What follows belongs to an exercise in optimizing a design on an open flow for small area and few clock cycles; a production flow would make more cautious choices.
At most, simulation tests tie the RTL to the original design; equivalence was not proved.
No functional check of the RTL was part of run 4.

==> design.v <==
package lpse_pkg;
	localparam logic       CFG_HUE_MODE  = 1'b0;
	localparam logic       CFG_GRB_ORDER = 1'b1;
	localparam logic [7:0] HUE_SPAN      = 8'd43;
	localparam logic [3:0] LAST_PIX_IDX  = 4'd11;
	localparam logic [3:0] LAST_LATCH_IDX = 4'd14;
	localparam logic [3:0] LAST_STEP     = 4'd11;
endpackage
module led_pixel_spi_encoder_core (
	input  logic                 clk,
	input  logic                 arst_n,
	input  logic                 psel,
	input  logic                 penable,
	input  logic                 pwrite,
	input  logic [2:0]           paddr,
	input  logic [31:0]          pwdata,
	output logic [31:0]          prdata,
	output logic                 pready,
	input  logic                 pix_valid,
	output logic                 pix_stall,
	input  logic [24:0]          pix,
	output logic                 spi_valid,
	input  logic                 spi_stall,
	output logic [8:0]           spi
);
	logic hue_mode_q, grb_order_q;
	assign pready = 1'b1;
	always_ff @(posedge clk or negedge arst_n) begin
		if (!arst_n) begin
			hue_mode_q  <= 1'b0;
			grb_order_q <= 1'b1;
		end else if (psel && penable && pwrite) begin
			if (paddr[2] == lpse_pkg::CFG_GRB_ORDER) grb_order_q <= pwdata[0];
			else                                     hue_mode_q  <= pwdata[0];
		end
	end
	assign prdata = {31'd0, (paddr[2] == lpse_pkg::CFG_GRB_ORDER) ? grb_order_q : hue_mode_q};
	logic [7:0] h_i, s_i, v_i;
	logic       last_i;
	assign h_i    = pix[24:17];
	assign s_i    = pix[16:9];
	assign v_i    = pix[8:1];
	assign last_i = pix[0];
	logic [2:0] rgn;
	logic [7:0] rem, rem_sel, rem_q;
	always_comb begin
		if      (h_i >= 8'(5 * lpse_pkg::HUE_SPAN)) rgn = 3'd5;
		else if (h_i >= 8'(4 * lpse_pkg::HUE_SPAN)) rgn = 3'd4;
		else if (h_i >= 8'(3 * lpse_pkg::HUE_SPAN)) rgn = 3'd3;
		else if (h_i >= 8'(2 * lpse_pkg::HUE_SPAN)) rgn = 3'd2;
		else if (h_i >= lpse_pkg::HUE_SPAN)         rgn = 3'd1;
		else                                        rgn = 3'd0;
		rem     = 8'({h_i[5:0], 2'b00} + {h_i[6:0], 1'b0} - {4'd0, rgn, 1'b0});
		rem_sel = rgn[0] ? rem : ~rem;
	end
	always_ff @(posedge clk) begin
		rem_q <= rem_sel;
	end
	logic        busy_q, last_q, ok_q;
	logic [3:0]  cnt_q;
	logic [23:0] word_q;
	logic [7:0]  acc_q;
	logic        adv, ok, fin, ser_done, take, conv, wr;
	assign fin      = (cnt_q == (last_q ? lpse_pkg::LAST_LATCH_IDX : lpse_pkg::LAST_PIX_IDX));
	assign ser_done = busy_q && !spi_stall && fin;
	assign ok       = (cnt_q == 4'd0) ? pix_valid : ok_q;
	assign conv     = !hue_mode_q || (ok && cnt_q >= lpse_pkg::LAST_STEP);
	assign take     = pix_valid && conv && (busy_q ? ser_done : 1'b1);
	assign pix_stall = !take;
	assign adv      = busy_q ? !spi_stall : (pix_valid && hue_mode_q);
	assign wr       = adv && hue_mode_q && (cnt_q < lpse_pkg::LAST_STEP);
	always_ff @(posedge clk or negedge arst_n) begin
		if (!arst_n) begin
			busy_q <= 1'b0;
			last_q <= 1'b0;
			ok_q   <= 1'b0;
			cnt_q  <= '0;
		end else if (take) begin
			busy_q <= 1'b1;
			last_q <= last_i;
			ok_q   <= 1'b0;
			cnt_q  <= '0;
		end else if (ser_done || (!busy_q && !pix_valid)) begin
			busy_q <= 1'b0;
			ok_q   <= 1'b0;
			cnt_q  <= '0;
		end else if (adv) begin
			ok_q   <= ok;
			cnt_q  <= cnt_q + 4'd1;
		end
	end
	logic [1:0] ph, pr;
	logic [7:0] mcand, mplier, acc_in, prod;
	logic [1:0] mbits;
	logic [9:0] sum;
	always_comb begin
		ph = cnt_q[3] ? 2'd2 : {1'b0, cnt_q[2]};
		pr = (cnt_q[3] && cnt_q[2]) ? 2'd3 : cnt_q[1:0];
		unique case (ph)
			2'd0:    begin mcand = v_i;   mplier = ~s_i;          acc_in = acc_q;        end
			2'd1:    begin mcand = rem_q; mplier = s_i;           acc_in = word_q[23:16]; end
			default: begin mcand = v_i;   mplier = ~word_q[23:16]; acc_in = word_q[15:8];  end
		endcase
		if (pr == 2'd0) acc_in = 8'd0;
		mbits = mplier[{pr, 1'b0} +: 2];
		sum   = {2'b00, acc_in} + (mbits[0] ? {2'b00, mcand} : 10'd0) +
			(mbits[1] ? {1'b0, mcand, 1'b0} : 10'd0);
		prod  = sum[9:2];
	end
	always_ff @(posedge clk) begin
		if (wr && ph == 2'd0) acc_q <= prod;
	end
	logic [7:0] r_n, g_n, b_n, p_n, qt_n;
	logic [23:0] word_n;
	assign p_n  = acc_q;
	assign qt_n = prod;
	always_comb begin
		r_n = h_i;
		g_n = s_i;
		b_n = v_i;
		if (hue_mode_q) begin
			if (s_i == 8'd0) begin
				r_n = v_i; g_n = v_i; b_n = v_i;
			end else begin
				unique case (rgn)
					3'd0:    begin r_n = v_i;  g_n = qt_n; b_n = p_n;  end
					3'd1:    begin r_n = qt_n; g_n = v_i;  b_n = p_n;  end
					3'd2:    begin r_n = p_n;  g_n = v_i;  b_n = qt_n; end
					3'd3:    begin r_n = p_n;  g_n = qt_n; b_n = v_i;  end
					3'd4:    begin r_n = qt_n; g_n = p_n;  b_n = v_i;  end
					default: begin r_n = v_i;  g_n = p_n;  b_n = qt_n; end
				endcase
			end
		end
		word_n = grb_order_q ? {g_n, r_n, b_n} : {r_n, g_n, b_n};
	end
	always_ff @(posedge clk) begin
		if (take) begin
			word_q <= word_n;
		end else if (wr && ph == 2'd1) begin
			word_q[23:16] <= prod;
		end else if (wr && ph == 2'd2) begin
			word_q[15:8] <= prod;
		end
	end
	logic [1:0] bits;
	logic       latch_byte;
	assign bits       = word_q[5'(5'd22 - {cnt_q, 1'b0}) +: 2];
	assign latch_byte = (cnt_q > lpse_pkg::LAST_PIX_IDX);
	assign spi_valid  = busy_q;
	assign spi = {!latch_byte, bits[1] && !latch_byte, 2'b00, !latch_byte, bits[0] && !latch_byte,
		2'b00, fin};
endmodule
==> run.sh <==
#!/bin/bash
# synth_recipe.tcl (not shown) runs the flow's synth.tcl, then flattens the netlist and writes it again
# the make line also repeats each setting of config.mk as NAME=value (left out here)
make -C /OpenROAD-flow-scripts/flow DESIGN_CONFIG=/design/flow/config.mk WORK_HOME=/design/flow/orfs CLKGATE_MAP_FILE= SYNTH_SCRIPT=/design/flow/synth_recipe.tcl finish
==> config.mk <==
export PLATFORM = sky130hd
export DESIGN_NAME = led_pixel_spi_encoder_core
export DESIGN_NICKNAME = led_pixel_spi_encoder_core
export VERILOG_FILES = /design/flow/design.v
export SDC_FILE = /design/flow/constraint.sdc
export NUM_CORES = 4
export LEC_CHECK = 0
export CAP_MARGIN = 20
export CORE_MARGIN = 2
export CORE_UTILIZATION = 40
export SLEW_MARGIN = 20
==> constraint.sdc <==
create_clock -name core_clock -period 5.5 [get_ports {clk}]
set_input_delay 1.1000 -clock core_clock [delete_from_list [all_inputs] [get_ports {clk}]]
set_output_delay 1.1000 -clock core_clock [all_outputs]
set_load 0.01 [all_outputs]
==> flow_results.org, run 1 <==
** Clock network
- CTS tree :: built
- Root Buffer :: clkbuf_16
- At the later pin of the worst-skew pair, clock insertion delay measures 300 ps.
- After clock tree synthesis, the clock-pin slew on the worst setup and hold paths is ~70 ps.
- The number of clock buffers added by TritonCTS is 5.
- The number of hold buffers added after CTS was 0.
- The clock passes through at most 2 buffers.
- Number of levels the H-tree was split into :: 2
- The clock net in this run drives a total of 49 sinks.

** Final layout
- The layout has roughly 1200 filler cells.
- Total number of nets in the final design :: about 780
- Utilization of the core after routing :: 47.9%
- The multi-input combinational cells in the finished layout cover a total of 3310 µm².
- Ant. Diodes :: 0
- Area of all placed cells without fillers :: 6000 µm²
- Summing all flip-flop and latch instances after layout gives 1350 µm².
- Synth-to-Final Area Change :: 18.1%
- Fraction of final layout cells with drive strength greater than 1 :: 14.1%

** STA
- The max-slew violation total from the final report came to 0.
- Unrepaired setup endpoints after global routing :: no
- Relative slew slack :: 55.5%
- Setup violators final :: 0
- Final cycle utilization of the critical path :: 94.8%
- For the pin with the worst max-slew slack, the measured transition is 667 ps.
- Across the routed clock network, the largest skew measured is 8.96 ps.
- Post-layout min period :: 5220 ps
- Final hold violations :: 0
- Max Clock Freq :: 192 MHz

** Global route
- For this run the aggregate overflow at the end of global routing stands at 0.
- In the global route stage, overall resource usage came out at 23.9%.
- Initial antenna violation count :: 0
- Entering global routing, the biggest net connects 27 pins.
- The via count of the first global-routing pass was 4586.
- Global-route wire length before repair :: 24900 µm

** Placed design
- Hpwl dp :: between 10000 and 15000 µm
- During placement, the flow inserted port buffers numbering 41.
- At the end of routability-driven placement, the weighted congestion stood at 0.962.
- Summing all placed instances gives a cell area of 5780 µm².

** Synthesis
- For this run, the number of Yosys warnings is 1.
- Counting flops and latches in the post-synthesis netlist gives 49.
- Of the post-synthesis cell area, the dominant cell type holds 18.9%.
- Sequential-to-total area share from yosys stat :: a little over a quarter
- Counting flops with an async set or reset pin after synthesis yields a share of a little under a fifth.
- The largest total area in the synthesized netlist belongs to edfxtp_1.
- Mapped cell area :: approximately 5100 µm²
- Synthesis handed over a netlist of 599 instances.
- For this run, the leading register cell type out of synthesis is edfxtp_1.
- Leading post-synthesis cells by cell area :: edfxtp_1 19%, ha_1 7.9%, nand2_1 5.7%
- Count of distinct cell types in the synthesized netlist :: 77
- Counting flops with a built-in enable in the synthesized netlist gives 32.
- A synthesized cell averages between 8 and 9 µm².

** Floorplan
- Measured along the y axis, the die boundary spans about 120 µm.
- The initialized floorplan defines 41 standard-cell rows.
- The die is 117 µm wide.
- Starting Density :: 40.6%
- Pin placement for this block handled 111 I/O pins.
- Die outline area :: ~14000 µm²
- Placeable Area :: 12500 µm²

** Drt
- Dividing the detail-routed via count by the number of cells gives 5.75.
- In the final routed layout, each cell accounts on average for roughly 19 µm.
- First-pass DRT Iterations :: 5
- Sum of met3 wire segment lengths after detailed routing :: 1120 µm
- After detailed routing, the wire length on met1 is 6590 µm.
- Routed wire length :: ~16000 µm
- 1st-iter DRT viols :: 511
- In the routed design, unresolved DRC markers number 0.
- Detailed routing placed a total of 7370 µm of wire on met2.
- The final route contains between 4000 and 5000 vias.
- The highest metal layer carrying signal wires in the routed design is met4.
- The detail route stage leaves a number of antenna-violating nets equal to 0.

** Worst setup path
- By startpoint and endpoint, the worst setup path is classified as in -> reg.
- Endpoint arrival time on the critical path :: around 5300 ps
- Worst Path Max Fanout :: 7
- Startpoint kind of the worst setup timing path :: primary input
- For the worst setup path, the data required time is roughly 5600 ps.
- Crit. End Element :: flip-flop

** Run
- Max-Cap Viols :: 0

** Hold path
- Path class of the lowest-slack min-delay path :: reg -> reg

** Status
- Result of the run :: timing/DRC/antenna clean
==> cell type report <==
class | instances | area share, %
Multi-Input combinational cell | 464 | 55.2
Sequential cell | 49 | 22.5
Timing Repair Buffer | 86 | 12.5
Inverter | 60 | 3.76
Tap cell | 172 | 3.59
Clock buffer | 5 | 2.09
Clock inverter | 3 | 0.417
==> Yosys cell counts, types with 6 or more instances <==
library cell and n:
nand2_1 77, inv_1 56, nor2_1 41, buf_4 38, edfxtp_1 32, ha_1 32
o21ai_0 26, a21oi_1 24, a22oi_1 22, clkbuf_1 20, xnor2_1 15, mux2i_1 12
fa_1 11, nand3_1 10, a31oi_1 9, dfrtp_1 8, dfxtp_1 8, o221ai_1 8
and3_1 7, mux2_2 7, o211ai_1 7, a221oi_1 6, mux4_2 6, nor3_1 6
nor3b_1 6, o21ai_1 6
==> sequential cells by signal (all words and copies together) (netlist names) <==
| signal | count |
|---|---|
| grb_order_q | 1 |
| hue_mode_q | 1 |
| last_q | 1 |
| acc_q | 8 |
| ok_q | 1 |
| word_q | 24 |
| busy_q | 1 |
| rem_q | 8 |
| cnt_q | 4 |
==> final timing paths <==
path	start	to	slack (ps)	cells after the start
max	pix[13]	word_q[5]	280	20
min in group asynchronous	arst_n	hue_mode_q	1150	1
max reg2reg	cnt_q[2]	word_q[5]	590	23
min	last_q	last_q	520	2
max in group asynchronous	arst_n	grb_order_q	3990	1
min reg2reg	last_q	last_q	520	2
==> kinds of logic after synthesis <==
logic type / synth area share (%)
and+or+nand+nor: 16.6
AOI/OAI and AO/OA: 22.6
buffers and inverters: 11.9
DFF: 26.5
adders and majority gates: 12.2
muxes: 6.58
xor gates and xnor gates: 3.43
other: 0.148
==> critical path, cell delays in order <==
cell and delay (ps):
clkdlybuf4s50_1 480, or3b_4 390, and3b_1 180, o31ai_2 290
o21a_1 200, buf_4 160, nand2_1 80, fa_1 530
inv_1 40, ha_1 290, nor2b_1 130, o21ai_1 180
a21boi_2 100, o21ai_2 210, a21boi_1 90, buf_4 160
buf_4 130, nor2_2 210, a22oi_1 100, o21ai_1 270
==> per-stage QoR <==
stage	setup WS, ps	hold slack [ps]	instances	setup TNS, ps
3_3_place_gp	-331	482	830	-1440
2_1_floorplan	523	461	633	0
5_1_grt	7.59	550	839	0
4_1_cts	35.1	517	838	0
3_5_place_dp	-436	496	830	-2150
6_report	284	516	839	0
==> per-layer routing <==
layer / vias up / global-route usage [%]
met5: - / 0
met4: 0 / 9.18
met3: 50 / 2.91
met2: 242 / 40.0
met1: 2313 / 31.7
li1: 2218 / -
==> layout by cell type, fill, tap and decap left out, drive strengths merged, types with 4 or more instances in the layout <==
master,count
ha,32
and2,6
mux4,6
nand3,10
a21oi,24
fa,11
o22ai,4
mux2i,12
clkdlybuf4s50,41
nor2,41
inv,61
a221oi,6
nand2,77
conb,36
mux2,7
dfxtp,8
a21o,5
o31ai,4
o221ai,8
xnor2,16
nor4,5
a211oi,4
buf,45
o21ai,32
nor3,6
nor2b,5
a22oi,22
dfrtp,8
clkbuf,5
a211o,4
edfxtp,32
a31oi,9
nor3b,6
and3,7
o211ai,8
==> repair_timing <==
| item | 4_1_cts | 5_1_grt |
|---|---|---|
| gates resized for setup | 3 | 15 |
| endpoints found under the setup margin | 3 | 7 |
| buffers inserted | 0 | 1 |
| pin swaps | 0 | 11 |
Testbench counts, summed over its fixed seeds: cycles 26,240.
==> run 2, diff against run 1 <==
==> flow/run.sh (new file) <==
#!/bin/bash
# Standard ORFS layout, with the port buffers made from the smallest buffer cell.
set -euo pipefail
export BUFFER_PORTS_ARGS="-buffer_cell sky130_fd_sc_hd__buf_1"
bash standard.sh > standard_flow.log 2>&1
==> standard.sh (new file) <==
#!/bin/bash
# synth_recipe.tcl (not shown) runs the flow's synth.tcl, then flattens the netlist and writes it again
# the make line also repeats each setting of config.mk as NAME=value (left out here)
make -C /OpenROAD-flow-scripts/flow DESIGN_CONFIG=/design/flow/config.mk WORK_HOME=/design/flow/orfs CLKGATE_MAP_FILE= SYNTH_SCRIPT=/design/flow/synth_recipe.tcl "${@:-finish}"
removed: run.sh
==> run 2 against run 1 <==
Effect of this change: still clean on timing, DRC and antenna; wire length fell by 4.5%; hold slack improved by 2.4 ps; global-route usage is 1.3 points lower; cell area shrank 7.9%; via count is 1.7% lower; maximum frequency rose by 1.4%; setup slack better by 72 ps; largest cell class unchanged.
==> flow_results.org, run 2 <==
** Status
- The run finished with no timing, DRC or antenna violations.

** Synthesis
- nand2_1 is the most common cell in the netlist.
- Post-synth EDFFs :: 32
- The most used flip-flop cell after synthesis is edfxtp_1.
- Sequential-to-total area share from yosys stat :: 26.5%
- Library cell occupying the most area in the post-synthesis netlist :: edfxtp_1
- Mapped Avg Cell Area :: 8.47 µm²
- Counting flops with an async set or reset pin after synthesis yields a share of 18.4%.
- The synthesized netlist contains 77 unique library cells.
- Proportion of netlist area held by the largest area contributor :: 18.9%
- The commonest cells after synthesis are 77 x nand2_1, 56 x inv_1, 41 x nor2_1.
- Number of warnings reported in the yosys synthesis log :: 1
- Post-synthesis register bit count :: 49
- Summing every instance area after synthesis gives 5080 µm².
- After technology mapping, the gate count stands at 599.
- Leading post-synthesis cells by cell area :: edfxtp_1 19%, ha_1 7.9%, nand2_1 5.7%

** Drt
- After detailed routing, the average wire length per cell comes to 18.3 µm.
- Detailed-route vias per instance :: roughly 5.8
- 1st-iter DRT viols :: around 580
- The final route contains 4741 vias.
- For this block, the routed nets add up to 15000 µm of wire.
- The first detailed-routing pass ran for 5 iterations.
- After detailed routing, the number of remaining DRC violations is 0.
- Antenna Violating Nets Remaining :: 0

** Final layout
- Layout fillers :: about 1300
- The number of antenna diodes in the final layout is 0.
- Number of flip-flops under the largest register name :: 24
- Largest register by flop count :: word_q
- Synth-to-Final Area Change :: 8.82%
- The library cell used most frequently in the layout, excluding fill and tap cells, is nand2_1.
- Utilization of the core after routing :: 44.1%
- Leading registers by flop count :: word_q (24), acc_q (8), rem_q (8)
- The top cell types in the final layout, fill and taps aside, are 77 x nand2_1, 56 x inv_1, 41 x buf_1.
- Layout Cells excl Fill :: 817
- Total number of nets in the final design :: 754
- Fraction of final layout cells with drive strength greater than 1 :: under 10%

** STA
- The hold violation total from the final report was 0.
- Setup violations remaining at the end of the flow were counted as 0.
- Final clock skew :: around 8 ps
- Relative slew slack :: ~44%
- Unrepaired setup endpoints after global routing :: no
- The final critical path takes up 93.5% of the cycle.
- Max Clock Freq :: just under 200 MHz
- Final count of pins violating max slew :: 0
- For the pin with the worst max-slew slack, the measured transition is 843 ps.
- After layout, the minimum clock period comes to 5140 ps.
- Setup slack of the critical path after layout :: 356 ps

** Floorplan
- Ports :: 111
- From left edge to right edge, the die measures 117 µm.
- The floorplan has 41 rows.
- In this run the vertical extent of the chip is 117 µm.
- The die covers 13600 µm².
- Placeable Area :: about 13000 µm²
- The initial utilization of the core area, before any placement, comes to between 40% and 50%.

** Worst setup path
- STA classifies the critical path startpoint as a flip-flop.
- STA puts the critical path data required time at ~5600 ps.
- Setup CP Type :: reg -> reg
- Worst Path Max Fanout :: 11
- Crit. End Element :: flip-flop
- Data arrives at the worst endpoint at ~5200 ps.

** Clock network
- The clock net in this run drives a total of 49 sinks.
- Maximum count of clock buffers along a single path :: 2
- Root Buffer :: clkbuf_16
- CTS clock-pin slew for the worst setup and hold paths :: about 70 ps
- Clock buffers created by TritonCTS :: 5
- TritonCTS built the clock tree.
- In this run the number of H-tree levels came out at 2.
- Hold-fix buffers at CTS :: 0
- For the worst-skew pair, the clock arrives at the later sink with an insertion delay of 290 ps.

** Hold path
- The worst hold path belongs to the class reg -> reg.

** Global route
- The number of antenna violations at the first check in global routing is 0.
- The via count of the first global-routing pass is 4450.
- Global routing used 22.6% of the available tracks.
- Pin count of the biggest net entering global routing :: 27
- Global routing finished with a remaining overflow of 0.
- The first global-routing pass estimated 23700 µm of wire.

** Run
- Max-Cap Viols :: 0

** Placed design
- Post-Place Setup Slack :: -53.2 ps
- Once detailed placement completed, the half-perimeter wirelength came to between 10000 and 15000 µm.
- The number of placed instances, taps included, is 809.
- Routability-driven placement finished with a final weighted congestion of approximately 0.93.
- The count of buffers added on input and output ports is 41.
[run 2: cell types whose count changed in the layout (fill, tap and decap cells not counted), moves of 2 or more]
cell / change
a211oi_1: +2
a211oi_2: -2
a21oi_1: +2
a21oi_2: -2
buf_1: +41
buf_4: -22
clkdlybuf4s50_1: -41
o21ai_0: +2
[run 2: path summary, 6_finish.rpt]
path,cells after the start,startpoint,end,slack [ps]
min in group asynchronous,1,arst_n,hue_mode_q,780
setup reg to reg,21,cnt_q[2],word_q[5],360
setup / recovery,21,cnt_q[2],word_q[5],360
max in group asynchronous,1,arst_n,cnt_q[2],4290
hold reg to reg,2,last_q,last_q,520
hold / removal,2,last_q,last_q,520
[run 2: worst max-delay path, cell delays in order, from the launching register on]
cell and delay (ps):
dfrtp_2 490, ha_1 270, buf_4 180, or3b_1 390, a21oi_1 160, o31ai_2 110, o21a_1 210, nor2b_1 150
fa_1 540, inv_1 60, a2111oi_4 330, nand2_1 110, fa_1 410, nor2b_1 130, o21ai_0 110, a21boi_1 190
o21ai_1 130, nor3b_1 170, buf_4 150, nor2_1 250, a22oi_1 120, o21ai_0 290
[run 2: area by class of cell]
type / count / area [µm²] / area share (%)
multi-input combinational: 464 / 3260 / 59.0
sequential: 49 / 1350 / 24.4
tap: 172 / 215 / 3.90
timing repair buffer: 64 / 327 / 5.91
inverter: 60 / 225 / 4.08
clock buffer: 5 / 125 / 2.27
clock inverter: 3 / 21.3 / 0.385
[run 2: timing repair]
| item | in CTS | in global routing |
|---|---|---|
| resized for setup | 0 | 5 |
| setup endpoints to repair | 0 | 8 |
| buffers inserted | 0 | 0 |
[run 2: cell families (layout without fill, tap and decap cells)]
| kind of cell | after synthesis | in the layout | share of synthesized area (%) |
|---|---|---|---|
| simple gates | 180 | 180 | 16.6 |
| compound gates | 161 | 161 | 22.6 |
| xor+xnor | 19 | 19 | 3.43 |
| other cells | 2 | 36 | 0.148 |
| mux | 25 | 25 | 6.58 |
| flops | 49 | 49 | 26.5 |
| buf+inv | 120 | 132 | 11.9 |
| fa+ha+maj | 43 | 43 | 12.2 |
[run 2: per-layer routing]
| metal | routed length [µm] | track usage, % | vias up |
|---|---|---|---|
| li1 | - | - | 2170 |
| met1 | 6510 | 31.0 | 2269 |
| met2 | 7010 | 38.4 | 269 |
| met3 | 1120 | 2.65 | 33 |
| met4 | 336 | 5.33 | 0 |
| met5 | 0 | 0 | - |
[run 2: through the flow]
step | instance area, µm² | TNS (ps) | hold slack (ps)
2_1_floorplan | 5200 | 0 | 461
3_3_place_gp | 5370 | 0 | 479
3_5_place_dp | 5370 | -53.2 | 494
4_1_cts | 5520 | 0 | 518
5_1_grt | 5520 | 0 | 537
6_report | 5520 | 0 | 518
==> run 3, diff against run 2 <==
--- a/config.mk
+++ b/config.mk
@@ -10,2 +10,3 @@
 export CORE_UTILIZATION = 40
+export CTS_BUF_LIST = sky130_fd_sc_hd__clkbuf_8
 export SLEW_MARGIN = 20
==> run 3 against run 2 <==
Effect of this change: still clean; hold slack gained 6.8 ps; die area is the same; cell count is 0.24% higher; setup slack gained 51 ps; via count shrank 0.11%; register-to-register slack improved by 50 ps; sequential share of layout area grew 0.18 points; cell area shrank 0.75%; wire length is 0.41% higher; critical endpoint unchanged.
==> flow_results.org, run 3 <==
** Drt
- In the routed design, unresolved DRC markers number 0.
- The first TritonRoute pass finished after 6 iterations.
- The first routing iteration left 492 violations.
- Vias post-DR :: 4736
- The detail route stage leaves a number of antenna-violating nets equal to 0.
- Routed wire length :: 15000 µm
- Detailed-route vias per instance :: 5.78
- Average wire length per cell after detail routing :: approximately 18 µm

** Clock network
- Root Buffer :: clkbuf_8
- CTS tree :: built
- Worst-Skew Late Latency :: 320 ps
- The clock passes through at most 2 buffers.
- Clock tree synthesis inserted a total of 5 buffers.
- The H-tree was split into 2 levels.
- Hold-fix buffers at CTS :: 0
- CTS clock-pin slew for the worst setup and hold paths :: 100 ps
- Clock tree synthesis found a total of about 50 sinks.

** Synthesis
- Post-synth EDFFs :: 32
- Among all flip-flop cells after synthesis, the most frequent one is edfxtp_1.
- Synthesis inferred 49 register bits.
- Sequential-to-total area share from yosys stat :: 26.5%
- The biggest area contributor in the post-synthesis netlist is edfxtp_1.
- Number of warnings reported in the yosys synthesis log :: 1
- Mapped cell area :: 5080 µm²
- In this run, distinct cell masters in the synthesized netlist total 77.
- Among all cell types in the netlist, the one instantiated most often is nand2_1.
- Of all flip-flops after synthesis, the portion carrying an async set or reset was approximately 18%.
- Proportion of netlist area held by the largest area contributor :: 18.9%
- Mapped Avg Cell Area :: 8.47 µm²
- Synthesis handed over a netlist of 599 instances.
- The commonest cells after synthesis are 77 x nand2_1, 56 x inv_1, 41 x nor2_1.
- Leading post-synthesis cells by cell area :: edfxtp_1 19%, ha_1 7.9%, nand2_1 5.7%

** Placed design
- Timing analysis after detailed placement gives a worst setup slack of -53.2 ps.
- Placer's final routability congestion estimate :: 0.934
- Post-Place Cell Area :: 5370 µm²
- Input and output buffers added on the ports amount to 41.
- Once detailed placement completed, the half-perimeter wirelength came to around 12000 µm.
- Counting tap cells, the placed design contains a total of 809 instances.

** Floorplan
- The floorplan step defined a core boundary enclosing about 13000 µm².
- Die outline area :: 13600 µm²
- Ports :: approximately 110
- DIE HEIGHT :: 117 µm
- X dimension of the die :: ~120 µm
- Once the floorplan was initialized, standard cells occupied 40.6% of the core.
- Standard-cell row count :: 41

** Final layout
- In the final layout, flip-flops and latches occupy 1350 µm².
- Total number of nets in the final design :: approximately 760
- In the final layout, the share of cells above drive strength 1 is between 9 and 10%.
- The register with the most flip-flops in the layout has 24 of them.
- Leading registers by flop count :: word_q (24), acc_q (8), rem_q (8)
- Leaving out fill and tap cells, the most frequent cell in the layout is nand2_1.
- Layout Cells excl Fill :: 819
- Summing all non-filler instances in the final layout gives an area of 5480 µm².
- The area growth from synthesis to layout is 8.01%.
- Commonest cells after routing, fill and taps aside :: 77 x nand2_1, 56 x inv_1, 41 x buf_1
- word_q holds more flip-flops than any other register.
- Multi-input gate area in the final layout :: 3260 µm²
- The layout has approximately 1300 filler cells.
- Ant. Diodes :: 0

** Worst setup path
- For this design, the slowest cell found on the critical path is fa_1.
- Worst endpoint required time :: 5620 ps
- For the worst setup path, the data arrival time is 5210 ps.
- In this run the number of cells on the critical path is 21.
- Worst Reg-to-Reg Cells :: 21
- Crit. End Element :: flip-flop
- Reg2reg setup slack :: between 400 and 500 ps
- In this run the worst setup path terminates at word_q[5].
- The most critical setup path has its startpoint at cnt_q[2].
- On the worst path, the slowest cell contributes a delay of 540 ps.
- The worst register-to-register path ends at word_q[5].
- Cell family contributing the most delay on the critical path :: compound AO/OA/AOI/OAI gates
- Along the worst path, the maximum fanout reaches 10.
- STA classifies the critical path startpoint as a flip-flop.
- Startpoint of the most critical register-to-register path :: cnt_q[2]
- The number of buffers and inverters on the critical path is 3.
- Setup CP Type :: reg -> reg
- Traced cell by cell, the critical path runs through ha_1 -> buf_4 -> or3b_1 -> a21oi_1 -> o31ai_2 -> o21a_1 -> nor2b_1 -> fa_1 -> inv_1 -> a2111oi_4 -> nand2_1 -> fa_1 -> nor2b_1 -> o21ai_0 -> a21boi_1 -> o21ai_1 -> nor3b_1 -> buf_4 -> nor2_1 -> a22oi_1 -> o21ai_0.

** Global route
- The number of antenna violations at the first check in global routing is 0.
- Remaining Overflow, GRT :: 0
- Total GRT Usage :: between 20% and 30%
- Number of global-route vias before repair :: 4484
- Entering global routing, the biggest net connects 27 pins.
- The first global-routing pass estimated 23700 µm of wire.

** STA
- Headroom to the max-slew limit came out at 42.9%.
- Setup violations remaining at the end of the flow were counted as 0.
- The hold violation total from the final report was 0.
- Hold is met by 525 ps.
- Max Clock Freq :: slightly below 200 MHz
- Across the routed clock network, the largest skew measured is 4.76 ps.
- The max-slew violation total from the final report is 0.
- Setup slack on the critical path of the routed design comes to just over 400 ps.
- At the pin with the least slew margin, the transition time is about 860 ps.
- Setup repair after global routing left no endpoint under its margin.
- Post-layout min period :: 5090 ps
- After layout, the worst path uses 92.6% of the clock period.

** Hold path
- Counting instances, the worst hold path has a depth of 2.
- In this run the worst hold path is classified as reg -> reg.

** Run
- Max-Cap Viols :: 0

** Status
- The run finished with no timing, DRC or antenna violations.
## run 3: tightest hold or removal path, stage by stage (launching register included)
cell,delay (ps)
dfrtp_1,380
nand2_1,60
nand2_1,60
## run 3: what timing repair did
action | CTS | global route
endpoints found under the setup margin | 0 | 8
buffers inserted | 0 | 2
gates resized for setup | 0 | 5
hold endpoints to repair | 0 | 0
## run 3: cell families (layout without fill, tap and decap cells)
family                     Yosys count  after routing  share of synthesized area (%)
buffers and inverters              120            134                           11.9
and+or+nand+nor                    180            180                           16.6
other                                2             36                          0.148
muxes                               25             25                           6.58
AOI/OAI and AO/OA                  161            161                           22.6
xor gates and xnor gates            19             19                           3.43
adders and majority gates           43             43                           12.2
DFF                                 49             49                           26.5
## run 3: metrics by stage
step	utilization, %	setup TNS, ps
after global routing	43.8	0
after floorplan	-	0
after CTS	43.6	0
after detailed placement	42.9	-53.2
final	43.8	0
after global placement	42.9	0
## run 3: how the worst min path moves through the flow
stage / startpoint / end / slack (ps)
2_1_floorplan: last_q / last_q / 460
3_3_place_gp: last_q / last_q / 480
3_5_place_dp: last_q / last_q / 490
4_1_cts: last_q / last_q / 520
5_1_grt: last_q / last_q / 540
6_report: last_q / last_q / 520
## run 3: metal layers
metal	vias to the layer above	GRT usage, %	wire length, µm
li1	2175	-	-
met1	2265	30.6	6440
met2	256	38.1	6960
met3	40	2.80	1200
met4	0	7.29	435
met5	-	0	0
## run 3: cell type report
class | instances | share of cell area [%]
Clock inverter | 3 | 0.388
Timing Repair Buffer | 66 | 6.23
Inverter | 60 | 4.11
Tap cell | 172 | 3.93
Clock buffer | 5 | 1.26
Multi-Input combinational cell | 464 | 59.5
Sequential cell | 49 | 24.6
==> run 4, diff against run 3 <==
--- a/design.v
+++ b/design.v
@@ -45,10 +45,43 @@
 	logic [7:0] rem, rem_sel, rem_q;
-	always_comb begin
-		if      (h_i >= 8'(5 * lpse_pkg::HUE_SPAN)) rgn = 3'd5;
-		else if (h_i >= 8'(4 * lpse_pkg::HUE_SPAN)) rgn = 3'd4;
-		else if (h_i >= 8'(3 * lpse_pkg::HUE_SPAN)) rgn = 3'd3;
-		else if (h_i >= 8'(2 * lpse_pkg::HUE_SPAN)) rgn = 3'd2;
-		else if (h_i >= lpse_pkg::HUE_SPAN)         rgn = 3'd1;
-		else                                        rgn = 3'd0;
-		rem     = 8'({h_i[5:0], 2'b00} + {h_i[6:0], 1'b0} - {4'd0, rgn, 1'b0});
+	function automatic logic ge_const(input logic [7:0] a, input logic [7:0] k);
+		logic g;
+		g = 1'b1;
+		for (int i = 0; i < 8; i++) g = k[i] ? (a[i] && g) : (a[i] || g);
+		ge_const = g;
+	endfunction
+	function automatic logic [9:0] add3(input logic [9:0] a, input logic [9:0] b,
+			input logic [9:0] c);
+		logic [9:0] s, cy, r;
+		logic       k;
+		s  = a ^ b ^ c;
+		cy = {((a[8:0] & b[8:0]) | (a[8:0] & c[8:0]) | (b[8:0] & c[8:0])), 1'b0};
+		k  = 1'b0;
+		for (int i = 0; i < 10; i++) begin
+			r[i] = s[i] ^ cy[i] ^ k;
+			k    = (s[i] & cy[i]) | (s[i] & k) | (cy[i] & k);
+		end
+		add3 = r;
+	endfunction
+	logic [4:0] ge;
+	logic [6:0] neg_rgn;
+	logic [9:0] rem3;
+	always_comb begin
+		ge[0] = ge_const(h_i, 8'(1 * lpse_pkg::HUE_SPAN));
+		ge[1] = ge_const(h_i, 8'(2 * lpse_pkg::HUE_SPAN));
+		ge[2] = ge_const(h_i, 8'(3 * lpse_pkg::HUE_SPAN));
+		ge[3] = ge_const(h_i, 8'(4 * lpse_pkg::HUE_SPAN));
+		ge[4] = ge_const(h_i, 8'(5 * lpse_pkg::HUE_SPAN));
+		rgn[2] = ge[3];
+		rgn[1] = ge[1] && !ge[3];
+		rgn[0] = (ge[0] && !ge[1]) || (ge[2] && !ge[3]) || ge[4];
+		unique case (rgn)
+			3'd0:    neg_rgn = 7'd0;
+			3'd1:    neg_rgn = 7'd127;
+			3'd2:    neg_rgn = 7'd126;
+			3'd3:    neg_rgn = 7'd125;
+			3'd4:    neg_rgn = 7'd124;
+			default: neg_rgn = 7'd123;
+		endcase
+		rem3    = add3({3'd0, h_i[6:0]}, {3'd0, h_i[5:0], 1'b0}, {3'd0, neg_rgn});
+		rem     = {rem3[6:0], 1'b0};
 		rem_sel = rgn[0] ? rem : ~rem;
@@ -63,2 +96,6 @@
 	logic        adv, ok, fin, ser_done, take, conv, wr;
+	logic [3:0]  cnt_inc;
+	logic        cnt_ge11;
+	assign cnt_inc  = {cnt_q[3] ^ (&cnt_q[2:0]), cnt_q[2] ^ (&cnt_q[1:0]), cnt_q[1] ^ cnt_q[0], !cnt_q[0]};
+	assign cnt_ge11 = cnt_q[3] && (cnt_q[2] || (cnt_q[1] && cnt_q[0]));
 	assign fin      = (cnt_q == (last_q ? lpse_pkg::LAST_LATCH_IDX : lpse_pkg::LAST_PIX_IDX));
@@ -66,3 +103,3 @@
 	assign ok       = (cnt_q == 4'd0) ? pix_valid : ok_q;
-	assign conv     = !hue_mode_q || (ok && cnt_q >= lpse_pkg::LAST_STEP);
+	assign conv     = !hue_mode_q || (ok && cnt_ge11);
 	assign take     = pix_valid && conv && (busy_q ? ser_done : 1'b1);
@@ -70,3 +107,3 @@
 	assign adv      = busy_q ? !spi_stall : (pix_valid && hue_mode_q);
-	assign wr       = adv && hue_mode_q && (cnt_q < lpse_pkg::LAST_STEP);
+	assign wr       = adv && hue_mode_q && !cnt_ge11;
 	always_ff @(posedge clk or negedge arst_n) begin
@@ -88,3 +125,3 @@
 			ok_q   <= ok;
-			cnt_q  <= cnt_q + 4'd1;
+			cnt_q  <= cnt_inc;
 		end
@@ -105,4 +142,4 @@
 		mbits = mplier[{pr, 1'b0} +: 2];
-		sum   = {2'b00, acc_in} + (mbits[0] ? {2'b00, mcand} : 10'd0) +
-			(mbits[1] ? {1'b0, mcand, 1'b0} : 10'd0);
+		sum   = add3({2'b00, acc_in}, {2'b00, mcand & {8{mbits[0]}}},
+			{1'b0, mcand & {8{mbits[1]}}, 1'b0});
 		prod  = sum[9:2];
@@ -147,6 +184,22 @@
 	logic       latch_byte;
-	assign bits       = word_q[5'(5'd22 - {cnt_q, 1'b0}) +: 2];
-	assign latch_byte = (cnt_q > lpse_pkg::LAST_PIX_IDX);
+	always_comb begin
+		unique case (cnt_q)
+			4'd0:    bits = word_q[23:22];
+			4'd1:    bits = word_q[21:20];
+			4'd2:    bits = word_q[19:18];
+			4'd3:    bits = word_q[17:16];
+			4'd4:    bits = word_q[15:14];
+			4'd5:    bits = word_q[13:12];
+			4'd6:    bits = word_q[11:10];
+			4'd7:    bits = word_q[9:8];
+			4'd8:    bits = word_q[7:6];
+			4'd9:    bits = word_q[5:4];
+			4'd10:   bits = word_q[3:2];
+			4'd11:   bits = word_q[1:0];
+			default: bits = 2'b00;
+		endcase
+	end
+	assign latch_byte = cnt_q[3] && cnt_q[2];
 	assign spi_valid  = busy_q;
-	assign spi = {!latch_byte, bits[1] && !latch_byte, 2'b00, !latch_byte, bits[0] && !latch_byte,
+	assign spi = {!latch_byte, bits[1], 2'b00, !latch_byte, bits[0],
 		2'b00, fin};
==> run.sh (new file) <==
#!/bin/bash
# synth_recipe.tcl (not shown) runs the flow's synth.tcl, then flattens the netlist and writes it again
# the make line also repeats each setting of config.mk as NAME=value (left out here)
make -C /OpenROAD-flow-scripts/flow DESIGN_CONFIG=/design/flow/config.mk WORK_HOME=/design/flow/orfs CLKGATE_MAP_FILE= SYNTH_SCRIPT=/design/flow/synth_recipe.tcl finish
--- a/config.mk
+++ b/config.mk
@@ -10,3 +10,2 @@
 export CORE_UTILIZATION = 40
-export CTS_BUF_LIST = sky130_fd_sc_hd__clkbuf_8
 export SLEW_MARGIN = 20
removed: flow/run.sh
removed: standard.sh
==> run 4 against run 3 <==
Effect of this change: now fails the layout checks on negative setup slack; maximum frequency fell by 16%; cell area rose by 6.8%; cell count down 8.7%; clock-buffer cell count unchanged; via count is 8.3% lower; synthesized area down 8.3%; global-route usage about the same; critical path type is now in -> reg.
==> flow_results.org, run 4 <==
** Final layout
- Area of all placed cells without fillers :: 5860 µm²
- The post-route netlist has between 20% and 30% of its cells at a drive strength greater than 1.
- The library cell used most frequently in the layout, excluding fill and tap cells, is buf_4.
- Measured on the finished design, the core utilization comes to about half.
- Number of flip-flops under the largest register name :: 24
- Commonest cells after routing, fill and taps aside :: 63 x buf_4, 52 x nor2_1, 37 x nand2_1
- Total number of nets in the final design :: 706
- Synth-to-Final Area Change :: 25.8%
- Largest register by flop count :: word_q
- In the final layout, the registers with the most flip-flops are word_q (24), acc_q (8), rem_q (8).
- Ant. Diodes :: 0

** STA
- At the pin with the least slew margin, the transition time is 1150 ps.
- Unrepaired setup endpoints after global routing :: yes
- Final hold violations :: 0
- Final clock skew :: 5.11 ps
- Final count of pins violating max slew :: 0
- Max Clock Freq :: around 170 MHz
- In the post-route analysis, the smallest setup slack over all paths is -532 ps.
- Relative slew slack :: 23.0%
- Final cycle utilization of the critical path :: 110%
- After layout, the minimum clock period comes to 6030 ps.
- Setup violations remaining at the end of the flow were counted as 9.

** Floorplan
- Standard-cell row count :: 39
- DIE HEIGHT :: roughly 110 µm
- The die covers around 13000 µm².
- The floorplan step set the die width to between 100 and 150 µm.
- Placeable Area :: 11400 µm²
- During I/O placement, the number of pins put on the boundary was around 110.
- Starting Density :: 40.9%

** Placed design
- At the end of routability-driven placement, the weighted congestion stood at between 0.9 and 1.
- Post-Place Cell Area :: ~5500 µm²
- Hpwl dp :: 11200 µm
- In this run the tool buffered the top-level ports with roughly 40 buffer cells.

** Global route
- In the global route stage, met3 resource usage came out at 3.86%.
- Grt peak-use layer :: met2
- The via count of the first global-routing pass came to 4259.
- Entering global routing, the biggest net connects 22 pins.
- Met2 Track Usage GR :: 37.6%
- The number of antenna violations at the first check in global routing was 0.
- The first global-routing pass estimated 22500 µm of wire.
- In the global route stage, met1 resource usage came out at 30.2%.
- Remaining Overflow, GRT :: 0
- Total GRT Usage :: 22.7%

** Drt
- Antenna Violating Nets Remaining :: 0
- After detailed routing, the average wire length per cell comes to 18.9 µm.
- Detailed-route vias per instance :: 5.81
- First-pass DRT Iterations :: 6
- The routed layout has 4343 vias.
- After detailed routing, the number of remaining DRC violations is 0.
- 1st-iter DRT viols :: 450
- The routed design has 14100 µm of wire.

** Synthesis
- In the synthesized netlist, the number of instances is slightly above 500.
- Each instance of the synthesized netlist takes up on average 9.04 µm².
- By area the synthesized netlist is led by edfxtp_1 21%, fa_1 9.9%, buf_4 6.3%.
- For this run, the register share of the synthesized area comes to between 20 and 30%.
- Post-synth EDFFs :: 32
- Count of distinct cell types in the synthesized netlist :: 67
- Post-synthesis register bit count :: 49
- For this run, the number of Yosys warnings is 1.
- Asr flop ratio synth :: 18.4%
- Mapped cell area :: 4650 µm²
- Proportion of netlist area held by the largest area contributor :: 20.6%
- The most used flip-flop cell after synthesis is edfxtp_1.
- In the post-synthesis netlist, the cell with the most instances is nor2_1.
- After synthesis, the most frequently instantiated cells are 57 x nor2_1, 39 x buf_4, 38 x nand2_1.
- The biggest area contributor in the post-synthesis netlist is edfxtp_1.

** Worst setup path
- Highest-delay cell along the critical path :: fa_2
- Endpoint arrival time on the critical path :: 6150 ps
- CP peak stage delay :: 570 ps
- Worst Path Max Fanout :: 3
- Startpoint of the most critical register-to-register path :: cnt_q[3]
- Worst setup path endpoint :: word_q[14]
- Destination of the worst register-to-register timing path :: word_q[14]
- The worst setup path is captured at a flip-flop.
- Reg2reg setup slack :: -490 ps
- Counting stages on the worst path, the most repeated cell is fa_2.
- Worst Reg-to-Reg Cells :: 17
- STA classifies the critical path startpoint as a primary input.
- Worst endpoint required time :: 5620 ps
- The critical path goes through buf_8 -> nor3_4 -> a21oi_1 -> o211ai_1 -> o21ai_1 -> a211o_1 -> or2_4 -> fa_1 -> inv_1 -> fa_2 -> fa_2 -> fa_2 -> fa_2 -> fa_2 -> fa_2 -> fa_2 -> nor2_1 -> a311o_1 -> a211oi_2.
- Setup CP Type :: in -> reg
- Tracing the worst setup path back leads to its startpoint at pix[11].

** Status
- Result of the run :: failed layout checks
- Failing Checks :: negative setup slack

** Clock network
- Number of levels the H-tree was split into :: 2
- Worst-Skew Late Latency :: 290 ps
- TritonCTS built the clock tree.
- CTS clock-pin slew for the worst setup and hold paths :: 70 ps
- In this run the deepest clock path goes through 2 buffers.
- Clock tree synthesis inserted a total of 5 buffers.
- Root Buffer :: clkbuf_16
- Counting every sink on the clock net gives slightly below 50.

** Hold path
- Path class of the lowest-slack min-delay path :: reg -> reg

** Run
- Max-Cap Viols :: 0
-- run 4: cell types whose count changed in the layout (fill, tap and decap cells not counted), moves of 8 or more --
cell / before / now
buf_1: 41 / 0
nand2_1: 77 / 37
buf_4: 25 / 63
clkdlybuf4s50_1: 0 / 33
inv_1: 56 / 26
a22oi_1: 22 / 0
ha_1: 32 / 12
nor2_1: 40 / 52
a222oi_1: 0 / 11
o21ai_0: 25 / 14
xnor2_1: 15 / 6
a22o_1: 2 / 10
-- run 4: metal layers --
metal  wire [µm]  vias up  share of wire, %
met2        6740      223                48
met1        5900     2080                42
met4         342        0               2.4
met3        1150       31               8.1
met5           0        -                 0
li1            -     2009                 -
-- run 4: worst min path at each step --
stage,cells after the start,end,startpoint
after floorplan,2,last_q,last_q
after global placement,2,last_q,last_q
after detailed placement,2,last_q,last_q
after CTS,2,last_q,last_q
after global routing,2,last_q,last_q
final,2,last_q,last_q
-- run 4: logic make-up (layout without fill, tap and decap cells) --
kind of cell / after synthesis / after routing / synth area share, %
simple gates: 156 / 156 / 16.2
compound gates: 152 / 152 / 24.3
buf+inv: 89 / 145 / 10.8
flops: 49 / 49 / 29.0
fa+ha+maj: 35 / 35 / 13.1
mux: 19 / 19 / 4.11
xor+xnor: 13 / 13 / 2.45
other cells: 2 / 36 / 0.161
-- run 4: area by class of cell --
cell class,count,area (µm²)
Fill cell,1072,5510
Multi-Input combinational cell,411,3110
Sequential cell,49,1350
Timing Repair Buffer,109,945
Tap cell,143,179
Clock buffer,5,125
Inverter,28,105
Clock inverter,3,46.3
-- run 4: critical path, delay by kind of cell --
kind	cells	cell delay, ps
adders and majority gates	8	3200
buffers and inverters	2	150
and+or+nand+nor	3	390
AOI/OAI and AO/OA	6	1310
-- run 4: what timing repair did --
action | 4_1_cts | 5_1_grt
endpoints found under the hold margin | 0 | 0
resized for setup | 47 | 10
setup endpoints to repair | 13 | 14
buffers inserted | 4 | 0
pin swaps | 34 | 13
hold buffers | 0 | 0
-- run 4: metrics by stage --
stage | TNS [ps] | hold WS [ps] | instances | worst slack, ps
2_1_floorplan | -2000 | 463 | 549 | -430
5_1_grt | -4250 | 562 | 748 | -707
4_1_cts | -4430 | 520 | 748 | -674
3_5_place_dp | -10800 | 502 | 737 | -1130
6_report | -2720 | 512 | 748 | -532
3_3_place_gp | -9910 | 491 | 737 | -1060
==> run 5, diff against run 4 <==
--- a/design.v
+++ b/design.v
@@ -64,2 +64,26 @@
 	endfunction
+	function automatic logic [9:0] add3_csel(input logic [9:0] a, input logic [9:0] b,
+			input logic [9:0] c);
+		logic [9:0] s, cy, r, r0, r1;
+		logic       k, k0, k1;
+		s  = a ^ b ^ c;
+		cy = {((a[8:0] & b[8:0]) | (a[8:0] & c[8:0]) | (b[8:0] & c[8:0])), 1'b0};
+		k  = 1'b0;
+		for (int i = 0; i < 6; i++) begin
+			r[i] = s[i] ^ cy[i] ^ k;
+			k    = (s[i] & cy[i]) | (s[i] & k) | (cy[i] & k);
+		end
+		k0 = 1'b0;
+		k1 = 1'b1;
+		r0 = '0;
+		r1 = '0;
+		for (int i = 6; i < 10; i++) begin
+			r0[i] = s[i] ^ cy[i] ^ k0;
+			k0    = (s[i] & cy[i]) | (s[i] & k0) | (cy[i] & k0);
+			r1[i] = s[i] ^ cy[i] ^ k1;
+			k1    = (s[i] & cy[i]) | (s[i] & k1) | (cy[i] & k1);
+		end
+		r[9:6] = k ? r1[9:6] : r0[9:6];
+		add3_csel = r;
+	endfunction
 	logic [4:0] ge;
@@ -111,4 +135,2 @@
 			busy_q <= 1'b0;
-			last_q <= 1'b0;
-			ok_q   <= 1'b0;
 			cnt_q  <= '0;
@@ -116,4 +138,2 @@
 			busy_q <= 1'b1;
-			last_q <= last_i;
-			ok_q   <= 1'b0;
 			cnt_q  <= '0;
@@ -121,7 +141,15 @@
 			busy_q <= 1'b0;
-			ok_q   <= 1'b0;
 			cnt_q  <= '0;
 		end else if (adv) begin
+			cnt_q  <= cnt_inc;
+		end
+	end
+	always_ff @(posedge clk) begin
+		if (take) begin
+			last_q <= last_i;
+			ok_q   <= 1'b0;
+		end else if (ser_done || (!busy_q && !pix_valid)) begin
+			ok_q   <= 1'b0;
+		end else if (adv) begin
 			ok_q   <= ok;
-			cnt_q  <= cnt_inc;
 		end
@@ -142,3 +170,3 @@
 		mbits = mplier[{pr, 1'b0} +: 2];
-		sum   = add3({2'b00, acc_in}, {2'b00, mcand & {8{mbits[0]}}},
+		sum   = add3_csel({2'b00, acc_in}, {2'b00, mcand & {8{mbits[0]}}},
 			{1'b0, mcand & {8{mbits[1]}}, 1'b0});
==> flow/run.sh (new file) <==
#!/bin/bash
# Standard ORFS layout, with the port buffers made from the smallest buffer cell.
set -euo pipefail
export BUFFER_PORTS_ARGS="-buffer_cell sky130_fd_sc_hd__buf_1"
bash standard.sh > standard_flow.log 2>&1
==> standard.sh (new file) <==
#!/bin/bash
# synth_recipe.tcl (not shown) runs the flow's synth.tcl, then flattens the netlist and writes it again
# the make line also repeats each setting of config.mk as NAME=value (left out here)
make -C /OpenROAD-flow-scripts/flow DESIGN_CONFIG=/design/flow/config.mk WORK_HOME=/design/flow/orfs CLKGATE_MAP_FILE= SYNTH_SCRIPT=/design/flow/synth_recipe.tcl "${@:-finish}"
--- a/config.mk
+++ b/config.mk
@@ -10,2 +10,4 @@
 export CORE_UTILIZATION = 40
+export CTS_BUF_LIST = sky130_fd_sc_hd__clkbuf_8
+export SETUP_SLACK_MARGIN = 0.15
 export SLEW_MARGIN = 20
removed: run.sh
==> run 5 against run 4 <==
Effect of this change: the run now finishes clean; first-iteration DRC count decreased by 4.2%; critical path type unchanged; cell count decreased by 3.9%; hold slack better by 27 ps; wire length is 0.91% lower; sequential cell count is the same; global-route usage shrank 0.81 points; via count fell by 2.6%; synthesized cell count rose by 1.4%; highest routed layer unchanged; clock skew grew 5.6 ps; largest cell class unchanged; utilization fell by 4.8 points.
==> flow_results.org, run 5 <==
** Final layout
- Counting the fill cells in the layout gives 1117.
- Ant. Diodes :: 0
- In the final layout, the share of cells above drive strength 1 is 18.2%.
- The largest registers in the layout are word_q (24), acc_q (8), rem_q (8).
- Area of all placed cells without fillers :: 5370 µm²
- Commonest cells after routing, fill and taps aside :: 55 x nor2_1, 38 x buf_1, 36 x nand2_1, 36 x conb_1, 35 x buf_4
- Ranked by flip-flop count, first place goes to word_q.
- Number of flip-flops under the largest register name :: 24
- The net count of the finished layout is 678.
- From synthesis to final layout, the design area changed by 12.7%.
- The library cell used most frequently in the layout, excluding fill and tap cells, is nor2_1.

** Synthesis
- Ranked by total cell area, the synthesized netlist is headed by edfxtp_1 21%, fa_1 8.4%, buf_4 6.6%.
- For this run, the number of Yosys warnings is 1.
- Count of distinct cell types in the synthesized netlist :: 75
- The synthesized design spends more area on one cell type than any other, namely edfxtp_1.
- Proportion of netlist area held by the largest area contributor :: 20.8%
- Sequential elements use about 28% of the synthesized area.
- Top cells by instance count after synthesis :: 56 x nor2_1, 42 x buf_4, 36 x nand2_1
- Post-synthesis register bit count :: between 40 and 50
- In the synthesized netlist the async set-or-reset flop fraction comes to 14.3%.
- In the post-synthesis netlist, the cell with the most instances is nor2_1.
- In this run the mean area of a mapped cell was 9.14 µm².
- The synthesized design contains 33 enable-type register cells.
- Synth Instances :: 522
- The cell area that synthesis handed to floorplanning was 4770 µm².
- Main synth FF type :: edfxtp_1

** Worst setup path
- Worst Path Max Fanout :: 4
- Data on the critical path is required at its endpoint by 5560 ps.
- The number of cells on the worst reg-to-reg path is 20.
- Reg2reg setup slack :: 230 ps
- The worst setup path is of the in -> reg kind.
- Worst setup path endpoint :: word_q[21]
- Destination of the worst register-to-register timing path :: word_q[21]
- Endpoint arrival time on the critical path :: 5400 ps
- STA classifies the critical path endpoint as a flip-flop.
- The most critical setup path has its startpoint at pix[12].
- The worst register-to-register path begins at cnt_q[2].
- STA classifies the critical path startpoint as a primary input.

** Placed design
- After detailed placement, the total cell area comes to about 5000 µm².
- At the end of routability-driven placement, the weighted congestion stood at 0.947.
- Number of buffer cells added on primary ports :: 41
- The wire-length estimate of the detail-placed layout is 10900 µm.

** STA
- The worst path uses 97.1% of the clock period.
- Post-layout min period :: 5340 ps
- The max-slew violation total from the final report is 0.
- Headroom to the max-slew limit came out at between 50% and 60%.
- Actual slew at the worst max-slew pin :: 675 ps
- Timing would allow up to between 150 and 200 MHz.
- On the final layout, the worst clock skew is 10.7 ps.
- Setup violators final :: 0
- Unrepaired setup endpoints after global routing :: yes
- Final hold violations :: 0

** Floorplan
- Row generation in the floorplan step produced 39 rows.
- In this run the vertical extent of the chip is 113 µm.
- X dimension of the die :: 113 µm
- Die outline area :: 12800 µm²
- In this run the count of I/O pins placed on the die edge is 111.
- The total area inside the core boundary comes to 11500 µm².
- Starting Density :: 41.4%

** Clock network
- Hold-fix buffers at CTS :: 0
- For the worst-skew pair, the clock arrives at the later sink with an insertion delay of 310 ps.
- The clock tree synthesis step divided the H-tree into 2 levels.
- Root Buffer :: clkbuf_8
- CTS clock-pin slew for the worst setup and hold paths :: about 100 ps
- CTS tree :: built
- Clock buffers created by TritonCTS :: 5
- Sinks on the clock net :: slightly below 50
- The clock passes through at most 2 buffers.

** Drt
- Antenna Violating Nets Remaining :: 0
- Total DRC errors in the routed layout :: 0
- Vias post-DR :: 4232
- Average wire length per cell after detail routing :: around 19 µm
- Wires add up to ~14000 µm.
- First-pass DRT Iterations :: 16
- The first routing iteration left 431 violations.
- After detailed routing, the number of vias per cell comes to 5.89.

** Global route
- Total GRT Usage :: about 22%
- The via count of the first global-routing pass came to 4060.
- Global-route wire length before repair :: roughly 22000 µm
- The number of antenna violations at the first check in global routing came to 0.
- Remaining Overflow, GRT :: 0
- Pin count of the biggest net entering global routing :: 27

** Run
- Max-cap violations in this run came to 0.

** Hold path
- Path class of the lowest-slack min-delay path :: reg -> reg

** Status
- The flow ran to the end and the layout has no timing, DRC or antenna violations.
-- run 5: changes by cell type in the layout (fill, tap and decap cells not counted), sizes merged, moves of 8 or more --
cell	before	now
o21ai	20	34
a21o	9	1
a22oi	1	17
clkdlybuf4s50	33	0
nor3	15	6
o221ai	18	3
a21oi	35	26
a222oi	11	2
mux2i	18	30
-- run 5: cell families after synthesis --
group / after synthesis / synth area share [%]
AND/OR/NAND/NOR: 155 / 15.8
AO/OA/AOI/OAI: 141 / 22.4
buffers and inverters: 91 / 11.2
flip-flops: 49 / 28.3
adder cells (fa/ha/maj): 36 / 12.6
multiplexers: 32 / 6.77
XOR/XNOR: 16 / 2.94
other: 2 / 0.157
-- run 5: worst min path at each step --
stage                     start    to  cells past startpoint
final                      ok_q  ok_q                      2
after global routing       ok_q  ok_q                      2
after CTS                  ok_q  ok_q                      2
after detailed placement   ok_q  ok_q                      2
after global placement     ok_q  ok_q                      2
after floorplan            ok_q  ok_q                      2
-- run 5: metrics by stage --
| stage | util, % | TNS, ps | cells | worst slack (ps) | hold slack (ps) |
|---|---|---|---|---|---|
| 5_1_grt | 46.7 | -104 | 719 | -45.2 | 581 |
| 3_5_place_dp | 44.3 | -1880 | 706 | -280 | 520 |
| 6_report | 46.7 | 0 | 719 | 157 | 539 |
| 2_1_floorplan | - | 0 | 556 | 170 | 464 |
| 3_3_place_gp | 44.3 | -1210 | 706 | -200 | 478 |
| 4_1_cts | 45.5 | 0 | 715 | 160 | 543 |
-- run 5: timing repair --
item                       CTS  global route
resized for setup            9            27
hold endpoints to repair     0             0
setup endpoints to repair    8             9
buffers inserted             1             3
pin swaps                    4             9
-- run 5: metal layers --
metal / global-route usage (%) / wire [µm] / vias up
li1: - / - / 1924
met5: 0 / 0 / -
met2: 35.8 / 6590 / 226
met4: 7.80 / 529 / 0
met1: 29.7 / 5840 / 2039
met3: 3.32 / 1040 / 43
-- run 5: worst max-delay path, cell delays in order --
cell       delay, ps
clkbuf_2         100
nor3_1           180
a2111oi_1         80
o221a_2          290
or3_4            380
fa_1             550
inv_2             40
fa_2             380
fa_2             340
fa_2             350
fa_2             390
nand2b_4         180
buf_6            120
a21oi_4          140
nor2b_4           70
a32o_2           260
a221oi_4         290
o22ai_1          150
-- run 5: area by class of cell --
class	count	area (µm²)	share of cell area (%)
Tap cell	143	179	3.33
Sequential cell	49	1350	25.1
Timing Repair Buffer	77	448	8.34
Multi-Input combinational cell	416	3200	59.6
Clock buffer	6	82.6	1.54
Inverter	26	97.6	1.82
Clock inverter	2	13.8	0.256
Testbench counts of run 5, summed over its fixed seeds: cycles 26,240.
==> run 6, diff against run 5 <==
--- a/config.mk
+++ b/config.mk
@@ -9,4 +9,5 @@
 export CORE_MARGIN = 2
-export CORE_UTILIZATION = 40
+export CORE_UTILIZATION = 60
 export CTS_BUF_LIST = sky130_fd_sc_hd__clkbuf_8
+export PLACE_DENSITY = 0.85
 export SETUP_SLACK_MARGIN = 0.15
==> run 6 against run 5 <==
Effect of this change: now fails the layout checks on negative setup slack; sequential cell count is the same; cell area shrank 0.47%; via count grew 4.0%; highest routed layer unchanged.
==> flow_results.org, run 6 <==
** Clock network
- TritonCTS built the clock tree.
- The clock passes through at most 2 buffers.
- The cell sitting at the root of the clock tree is a clkbuf_8.
- For this design, the CTS-stage hold fixing added 0 buffers.
- Clock-pin slew was measured on the worst setup and hold paths at 100 ps.
- Counting every sink on the clock net gives between 40 and 50.
- TritonCTS created 5 clock buffers.
- Number of levels the H-tree was split into :: 2
- Worst-Skew Late Latency :: 320 ps

** Worst setup path
- The critical path is of the in -> reg type.
- Endpoint arrival time on the critical path :: between 5000 and 6000 ps
- Crit. End Element :: flip-flop
- STA classifies the critical path startpoint as a primary input.
- For this design, the slowest cell found on the critical path is fa_1.
- Worst endpoint required time :: roughly 5700 ps
- CP peak stage delay :: 520 ps
- In this run the worst path has a maximum fanout of 4.
- CP bufs+invs :: 2
- Cell family contributing the most delay on the critical path :: adder cells
- Most frequent cell on the critical path :: fa_2
- Ordered cell list for the critical path :: buf_1 -> mux2i_1 -> xnor2_1 -> nor2_1 -> a31oi_1 -> o22ai_2 -> or2_4 -> fa_1 -> inv_2 -> fa_2 -> fa_2 -> fa_2 -> fa_2 -> nand2b_4 -> a21oi_4 -> o21bai_2 -> o311ai_4 -> mux2i_1 -> a21oi_2 -> o211a_1

** Global route
- Total GRT Usage :: about 32%
- Entering global routing, the biggest net connects 27 pins.
- Remaining Overflow, GRT :: 0
- Global-route wire length before repair :: roughly 21000 µm
- The via count of the first global-routing pass came to 4157.
- Initial antenna violation count :: 0

** Synthesis
- Yosys mapped the design onto between 70 and 80 distinct sky130hd cell types.
- Number of warnings reported in the yosys synthesis log :: 1
- edfxtp_1 takes more of the synthesized area than any other cell.
- The cell count after synthesis came out at 522.
- Post-synth EDFFs :: 33
- After synthesis, flip-flops and latches occupy between 20% and 30% of the total area.
- Post-synthesis register bit count :: 49
- Leading post-synthesis cells by cell area :: edfxtp_1 21%, fa_1 8.4%, buf_4 6.6%
- Most common cell in the netlist :: nor2_1
- After synthesis the cells add up to approximately 4800 µm².
- Asr flop ratio synth :: 14.3%
- Ranked by instance count, the synthesized netlist is headed by 56 x nor2_1, 42 x buf_4, 36 x nand2_1.
- Summed over its instances, the top area cell type makes up 20.8% of the synthesized netlist area.
- The most used flip-flop cell after synthesis is edfxtp_1.
- In this run the mean area of a mapped cell was 9.14 µm².

** Floorplan
- Ports :: 111
- Once the floorplan was initialized, standard cells occupied 61.7% of the core.
- Placeable Area :: 7730 µm²
- The floorplan step defined a die boundary enclosing 8680 µm².
- The floorplan has 32 rows.
- The die is 93.2 µm wide.
- DIE HEIGHT :: between 90 and 100 µm

** STA
- Subtracting the final worst setup slack from the clock period gives 5550 ps.
- On the final layout, the worst clock skew is 5.66 ps.
- Across all setup checks in the final design, the least slack found is -48.8 ps.
- Max Clock Freq :: 180 MHz
- Actual slew at the worst max-slew pin :: between 1000 and 1500 ps
- Setup repair after global routing could not meet its margin everywhere.
- After layout, the worst path uses 101% of the clock period.
- The max-slew violation total from the final report came to 0.
- Setup violations remaining at the end of the flow were counted as 2.
- The hold violation total from the final report came to 0.
- Headroom to the max-slew limit came out at 28.0%.

** Final layout
- The finished cells cover 5350 µm².
- The largest registers in the layout are word_q (24), acc_q (8), rem_q (8).
- The post-route netlist has 18.1% of its cells at a drive strength greater than 1.
- For this run, the post-layout net count is around 680.
- Commonest cells after routing, fill and taps aside :: 55 x nor2_1, 40 x buf_1, 39 x buf_4
- The repair_antennas step left the layout with diodes totalling 0.
- Largest register by flop count :: word_q
- The register with the most flip-flops in the layout has 24 of them.
- Layout fillers :: 605
- From synthesis to final layout, the design area changed by 12.1%.
- The library cell used most frequently in the layout, excluding fill and tap cells, is nor2_1.

** Status
- Failing Checks :: negative setup slack
- The flow ran to the end, but the layout failed its checks.

** Placed design
- Summing all placed instances gives a cell area of 5030 µm².
- Detailed placement ended at an HPWL of about 11000 µm.
- The congestion estimate from routability-driven global placement came to approximately 0.98.
- Number of buffer cells added on primary ports :: 41

** Drt
- After the first detailed-routing iteration, the DRC count stood at roughly 770.
- Antenna Violating Nets Remaining :: 0
- First-pass DRT Iterations :: 10
- Detailed-route vias per instance :: between 6 and 7
- Routed wire length :: 13900 µm
- The routed layout has 4401 vias.
- Total DRC errors in the routed layout :: 0
- After detailed routing, the average wire length per cell comes to 20.4 µm.

** Run
- The tool flagged a number of max-cap violations equal to 0.

** Hold path
- In this run the worst hold path is classified as reg -> reg.
-- run 6: cell counts after synthesis --
Identical to the previous run, type by type.
-- run 6: final timing paths --
check | start | endpoint | slack [ps] | cells past startpoint
worst max-delay path | pix[11] | word_q[15] | -50 | 20
worst min register to register | ok_q | ok_q | 510 | 2
worst max register to register | cnt_q[0] | word_q[15] | 80 | 19
worst min-delay path | ok_q | ok_q | 510 | 2
max in group asynchronous | arst_n | grb_order_q | 4470 | 1
min in group asynchronous | arst_n | cnt_q[0] | 690 | 1
-- run 6: cells by family after synthesis --
kind of cell | synth area share (%)
buffers and inverters | 11.2
other | 0.157
DFF | 28.3
muxes | 6.77
and+or+nand+nor | 15.8
xor gates and xnor gates | 2.94
adders and majority gates | 12.6
AOI/OAI and AO/OA | 22.4
-- run 6: timing repair --
action	4_1_cts	5_1_grt
pin swaps	4	17
endpoints found under the setup margin	6	11
setup buffers	3	7
gates resized for setup	8	21
-- run 6: layout make-up --
| cell class | instances | area, µm² | area share, % |
|---|---|---|---|
| Clock buffer | 5 | 68.8 | 1.29 |
| Clock inverter | 3 | 65.1 | 1.22 |
| Inverter | 26 | 97.6 | 1.82 |
| Multi-Input combinational cell | 416 | 3190 | 59.7 |
| Sequential cell | 49 | 1350 | 25.2 |
| Tap cell | 102 | 128 | 2.39 |
| Timing Repair Buffer | 80 | 448 | 8.37 |
-- run 6: stage by stage --
stage               TNS (ps)  cells  worst slack [ps]  hold slack, ps  util [%]
finish                 -87.2    681             -48.8             506      69.2
CTS                        0    674              95.6             512      67.6
detailed placement     -1870    663              -303             490      65.2
global placement        -769    663              -185             478      65.2
global route            -639    681              -147             575      69.2
floorplan                  0    556               170             464         -
-- run 6: worst register-to-register path, stage by stage (launching register included) --
cell and delay (ps):
dfrtp_1 630, mux2i_1 290, xnor2_1 140, nor2_1 70, a31oi_1 170, o22ai_2 180
or2_4 300, fa_1 520, inv_2 50, fa_2 380, fa_2 360, fa_2 350
fa_2 430, nand2b_4 190, a21oi_4 200, o21bai_2 110, o311ai_4 360, mux2i_1 170
a21oi_2 230, o211a_1 170
-- run 6: layer usage --
layer	part of all wire, %	global-route usage, %	vias up
met5	0	0	-
met4	4.5	15.4	0
met3	11	5.40	74
met2	47	54.0	363
met1	37	40.6	2042
li1	-	-	1922

==> static timing again, ports no longer ideal <==
The flow's constraints put no driver on any port. The routed layouts listed below were extracted and timed again, unchanged, in two steps.
Step 1 sets driving cells, clkbuf_16 on the clock port and buf_2 on the other inputs (assumed; they add their load-dependent delay and slew).
Step 2 adds t to the input delays and takes it off the output delays; t is the mean of the earliest and latest rising clock arrival at the registers after step 1. Input paths then give back, and output paths get back, about the clock's delay inside the block.
a / b / c = ideal / step 1 / step 2; a / b = the first two.
| run | t, ns | setup slack, ns | hold slack, ns | worst setup path after step 2 |
|---|---|---|---|---|
| run 1 | 0.330 | 0.284 / 0.296 / -0.033 | 0.516 / 0.516 / 0.516 | input to register |
| run 2 | 0.327 | 0.356 / 0.356 / 0.087 | 0.518 / 0.518 / 0.518 | input to register |
| run 3 | 0.353 | 0.407 / 0.407 / 0.080 | 0.525 / 0.525 / 0.525 | input to register |
| run 4 | 0.326 | -0.532 / -0.539 / -0.865 | 0.512 / 0.512 / 0.512 | input to register |
| run 5 | 0.342 | 0.157 / 0.168 / -0.174 | 0.539 / 0.539 / 0.539 | input to register |
| run 6 | 0.347 | -0.049 / -0.036 / -0.383 | 0.506 / 0.506 / 0.506 | input to register |
With both steps, setup timing fails in run 1 and run 5, where it was met with ideal ports. The setup slack of run 6, which loses most, moves by +0.013 ns with the drivers and by -0.334 ns with both steps.
